This is an optimization exercise on Yosys and OpenROAD, whose aim is small area, a short achievable clock period and few clock cycles, not a production implementation. Only simulation tests tie the RTL to the original design; equivalence was not proved.

==> inputs of wip/harbor <==
Design descent_top, start of the top module:
module descent_top (
    input  logic               clk,
    input  logic               rst_LBFGS,
    input  logic               param_we,
    input  descent_pkg::addr_t param_addr,
    input  descent_pkg::val_t  param_weight,
    input  descent_pkg::val_t  param_mean,
    input  logic [descent_pkg::N_ELEM*descent_pkg::VAL_W-1:0] x_init,
    input  logic               start,
    output logic               busy,
    output logic               done,
    output logic               converged,
    output logic [descent_pkg::N_ELEM*descent_pkg::VAL_W-1:0] x_result,
    output descent_pkg::obj_t  f_result,
    output descent_pkg::iter_t iter_count
);
Settings: LEC_CHECK=0, ABC_AREA=1, CAP_MARGIN=20, CORE_MARGIN=2, CORE_UTILIZATION=40, SLEW_MARGIN=20; clock period 15.0 ns.
standard.sh (not shown) runs the stock make flow with config.mk's settings and CLKGATE_MAP_FILE= SYNTH_SCRIPT=/design/flow/synth_recipe.tcl, a recipe that flattens the netlist after the stock synthesis.
==> flow/flow/run.sh <==
#!/bin/bash
# The standard layout (standard synthesis and ORFS steps unchanged), except
# that the port buffers that global placement inserts are buf_4 cells: left to
# itself, buffer_ports picks clkdlybuf4s50_1 delay cells, which put about half a
# nanosecond on every input and output path. Every port still gets a buffer.
set -euo pipefail
export BUFFER_PORTS_ARGS="-buffer_cell sky130_fd_sc_hd__buf_4"
bash standard.sh > standard.log 2>&1
==> wip/juniper (differences from wip/harbor) <==
--- a/flow/design.v
+++ b/flow/design.v
@@ -3643,47 +3643,49 @@
     logic [N-1:0][31:0] xr;      
     logic [N-1:0][31:0] gr;      
     logic [N-1:0][31:0] gtr;     
     logic [N-1:0]       eh;      
     logic signed [47:0] fcur;
     logic [4:0]         iters;
     logic [3:0]         kp, kp2;  
     logic [3:0]         kpmax;
-    assign kpmax      = (kp > kp2) ? kp : kp2;
-    assign x_result   = xr;
-    assign f_result   = fcur;
-    assign iter_count = iters;
+    assign kpmax = (kp > kp2) ? kp : kp2;
+    always_ff @(posedge clk) begin
+        x_result   <= xr;
+        f_result   <= fcur;
+        iter_count <= iters;
+    end
     localparam logic [1:0] IS_NONE = 2'd0, IS_INIT = 2'd1, IS_TRIAL = 2'd2, IS_FINAL = 2'd3;
     logic [1:0] is_mode;
     logic [2:0] is_cnt;       
     logic [3:0] is_k;         
     logic       is_next;      
     logic       is_kc_zero;   
     logic [3:0] is_kc;        
     logic       spec_acc;     
     logic       fin;          
     logic               s1_tv, s2_tv, s3_tv, s4_tv, s5_tv, s6_tv, s7_tv;
     logic               s1_cv, s2_cv, s3_cv, s4_cv, s5_cv, s6_cv, s7_cv;
     logic               s1_first, s2_first, s3_first, s4_first, s5_first;
     logic               s1_last, s2_last, s3_last, s4_last, s5_last, s6_last, s7_last;
     logic               s1_init, s2_init, s3_init, s4_init, s5_init, s6_init, s7_init;
     logic [3:0]         s1_k, s2_k, s3_k, s4_k, s5_k, s6_k, s7_k;
-    logic [3:0]         s1_kc, s2_kc, s3_kc, s4_kc, s5_kc, s6_kc, s7_kc;
-    logic               s1_kz, s2_kz, s3_kz, s4_kz, s5_kz, s6_kz, s7_kz;
+    logic [3:0]         s1_kc, s2_kc, s3_kc, s4_kc, s5_kc, s6_kc;
+    logic               s1_kz, s2_kz, s3_kz, s4_kz, s5_kz, s6_kz;
+    logic signed [31:0] s7_gsh;      
     logic [N-1:0]       s1_eh;
     logic signed [31:0] s1_u, s1_sc, s1_st;
     logic [47:0]        s2_e, s3_e, s4_e;   
     logic [31:0]        s2_w;
     logic [231:0]       s3_mid;
     logic signed [47:0] s4_p;
     logic [246:0]       s5_mid;
     logic [31:0]        s5_gt, s6_gt, s7_gt;
     logic [47:0]        acc_s, acc_c;    
-    logic signed [47:0] s7_f;
     logic               s7_acc, s7_conv;
     logic signed [31:0] x0, g0, gt0, sc0, gsel0, st0, u0, d1;
     logic [31:0]        m0, w1;
     logic [47:0]        e1;
     logic               issue_t, issue_c;
     assign issue_t = (is_mode == IS_INIT) || (is_mode == IS_TRIAL);
     assign issue_c = is_next && ((is_mode == IS_TRIAL) || (is_mode == IS_FINAL));
     always_comb begin
@@ -3777,29 +3779,26 @@
         s6_gt    <= s5_gt;
         if (s5_tv) begin
             acc_s <= hs5;
             acc_c <= hc5;
         end
         s7_last  <= s6_last;
         s7_init  <= s6_init;
         s7_k     <= s6_k;
-        s7_kc    <= s6_kc;
-        s7_kz    <= s6_kz;
+        s7_gsh   <= s6_kz ? 32'sd0 : ($signed(gr[2]) >>> s6_kc);
         s7_gt    <= s6_gt;
-        s7_f     <= f6;
         s7_acc   <= accept6;
         s7_conv  <= conv6;
     end
-    logic signed [31:0] xc7, g7;
+    logic signed [31:0] xc7;
     logic               load;
     assign load = idle;
     always_comb begin
-        g7  = gr[1];
-        xc7 = $signed(xr[1]) - (s7_kz ? 32'sd0 : (g7 >>> s7_kc));
+        xc7 = $signed(xr[1]) - s7_gsh;
     end
     always_ff @(posedge clk) begin
         for (int s = 0; s < N; s++) begin
             xr[s]  <= xr[(s+1)%N];
             gr[s]  <= gr[(s+1)%N];
             gtr[s] <= gtr[(s+1)%N];
         end
         if (s7_cv) begin
@@ -3823,21 +3822,21 @@
         delta     = fcur - acc_s - acc_c;
         accept6   = (f6[47] != fcur[47]) ? f6[47] : (!delta[47] && (delta != 48'd0));
         conv6     = (delta[47:6] == 42'd0) || (delta[47:6] == {42{1'b1}}) ||
                     (delta == 48'd64) || (delta == {1'b1, 47'd0});
         dec_v     = s7_tv && s7_last && !s7_init;
         accept    = s7_acc;
         conv_now  = s7_conv;
         finish    = conv_now || (iters == 5'd15);
-        pipe_busy = s1_tv || s2_tv || s3_tv || s4_tv || s5_tv || s6_tv ||
-                    s1_cv || s2_cv || s3_cv || s4_cv || s5_cv || s6_cv;
+        pipe_busy = s1_tv || s2_tv || s3_tv || s4_tv || s5_tv || s6_tv || s7_tv ||
+                    s1_cv || s2_cv || s3_cv || s4_cv || s5_cv || s6_cv || s7_cv;
     end
     always_ff @(posedge clk) begin
-        if (s7_tv && s7_last && (s7_init || accept)) fcur <= s7_f;
+        if (s6_tv && s6_last && (s6_init || accept6)) fcur <= f6;
         if (!rst_LBFGS) begin
             busy      <= 1'b0;
             idle      <= 1'b1;
             done      <= 1'b0;
             converged <= 1'b0;
             iters     <= '0;
             kp        <= '0;
             kp2       <= '0;
@@ -3939,17 +3938,17 @@
                         fin     <= 1'b1;
                     end else begin
                         is_mode <= IS_TRIAL;
                         is_k    <= s7_k + 4'd1;
                         is_next <= 1'b0;
                     end
                 end
             end
-            if (fin && is_mode == IS_NONE && !pipe_busy && eh[N-1]) begin
+            if (fin && is_mode == IS_NONE && !pipe_busy && eh[0]) begin
                 fin  <= 1'b0;
                 done <= 1'b1;
                 busy   <= 1'b0;
                 idle   <= 1'b1;
             end
             if (start && idle) begin
                 busy      <= 1'b1;
                 idle      <= 1'b0;
==> flow/flow/run.sh (replaced) <==
#!/bin/bash
# The standard layout (standard synthesis and ORFS steps unchanged), except:
# - the port buffers that global placement inserts are buf_4 cells: left to
#   itself, buffer_ports picks clkdlybuf4s50_1 delay cells, which put about half
#   a nanosecond on every input and output path. Every port still gets a buffer.
# - after the resize step, the registers that drive output ports are upsized to
#   dfxtp_4 (flow/upsize_outputs.tcl); only their drive strength changes.
set -euo pipefail
here=$(cd "$(dirname "$0")" && pwd)
export BUFFER_PORTS_ARGS="-buffer_cell sky130_fd_sc_hd__buf_4"
export POST_RESIZE_TCL="$here/upsize_outputs.tcl"
bash standard.sh > standard.log 2>&1
==> flow/flow/upsize_outputs.tcl (new file) <==
# Sourced by ORFS after the resize step (POST_RESIZE_TCL), before detailed
# placement legalizes the cells. The registers that drive output ports only
# feed a port buffer at the die edge; give them the strongest flip-flop of the
# same type (only the drive strength changes, names and types are kept).
set n 0
foreach pat {x_result* f_result* iter_count* busy* done* converged*} {
  foreach inst [get_cells -quiet $pat] {
    if { [get_property $inst ref_name] == "sky130_fd_sc_hd__dfxtp_1" } {
      replace_cell $inst sky130_fd_sc_hd__dfxtp_4
      incr n
    }
  }
}
puts "upsize_outputs: $n output registers now sky130_fd_sc_hd__dfxtp_4"
==> comparison table <==
quantity	wip/harbor	wip/juniper
Outcome	finished clean	finished clean
Maximum number of pins on one net before global-route repair	114	191
PnR worst setup slack	9749 ps	10410 ps
Routability Congestion	1.027	0.9822
Overall Global Routing Usage	28.32%	26.53%
Utilization after layout	45.81%	46.01%
Adder and majority cell fraction of the synthesized area	20.90%	20.16%
Final routed wirelength across all metal layers	512800 um	495900 um
Synth unique cells	67	64
Clock buffer count	389	406
Clock latency reported for the late side of the worst-skew pair	930 ps	970 ps
Multi-input gate area in the final layout	0.07191 mm2	0.07131 mm2
Initial core utilization	40.27%	40.25%
Critical R2R Capture	xr[8]	s5_mid[194]
Final worst path period share	35.01%	30.62%
Die outline area	0.3538 mm2	0.3668 mm2
Post-route non-filler standard cell count	19440	19890
Vias/cell	5.468	5.386
Arrival time of data at the critical path endpoint	2250 ps	5380 ps
Routed wire per std cell	26.37 um	24.93 um
Testbench counts of wip/harbor, summed over its fixed seeds: cycles 42,128.
Testbench counts of wip/juniper, summed over its fixed seeds: cycles 42,256.

-- afterwards: timing with drivers on the ports --
No port has a modelled driver above. Below, the same layouts with a new extraction and two added sets of constraints.
Step 1: set_driving_cell puts a clkbuf_16 on clk and a buf_2 on each other input, an assumption about the parent block.
Step 2 times the ports against the registers' clock, not the clock port: input delays grow and output delays shrink by t, the midpoint of the rising clock arrivals with the driver on.
Three values: ideal, step 1, step 2; two values: the first two.
| run | t, ns | slack for setup (ns) | worst setup path after step 2 | latest minus earliest clock arrival (ns) | worst register clock-pin slew, ns |
|---|---|---|---|---|---|
| wip/harbor | 1.006 | 9.749 / 9.643 / 9.959 | input to register | 0.082 / 0.083 | 0.08 / 0.08 |
| wip/juniper | 1.020 | 10.407 / 10.385 / 10.162 | input to register | 0.117 / 0.117 | 0.07 / 0.07 |
After both steps setup and hold are still met in every run listed. For wip/juniper, which loses most, drivers alone change the setup slack by -0.022 ns; drivers and shift together by -0.245 ns.
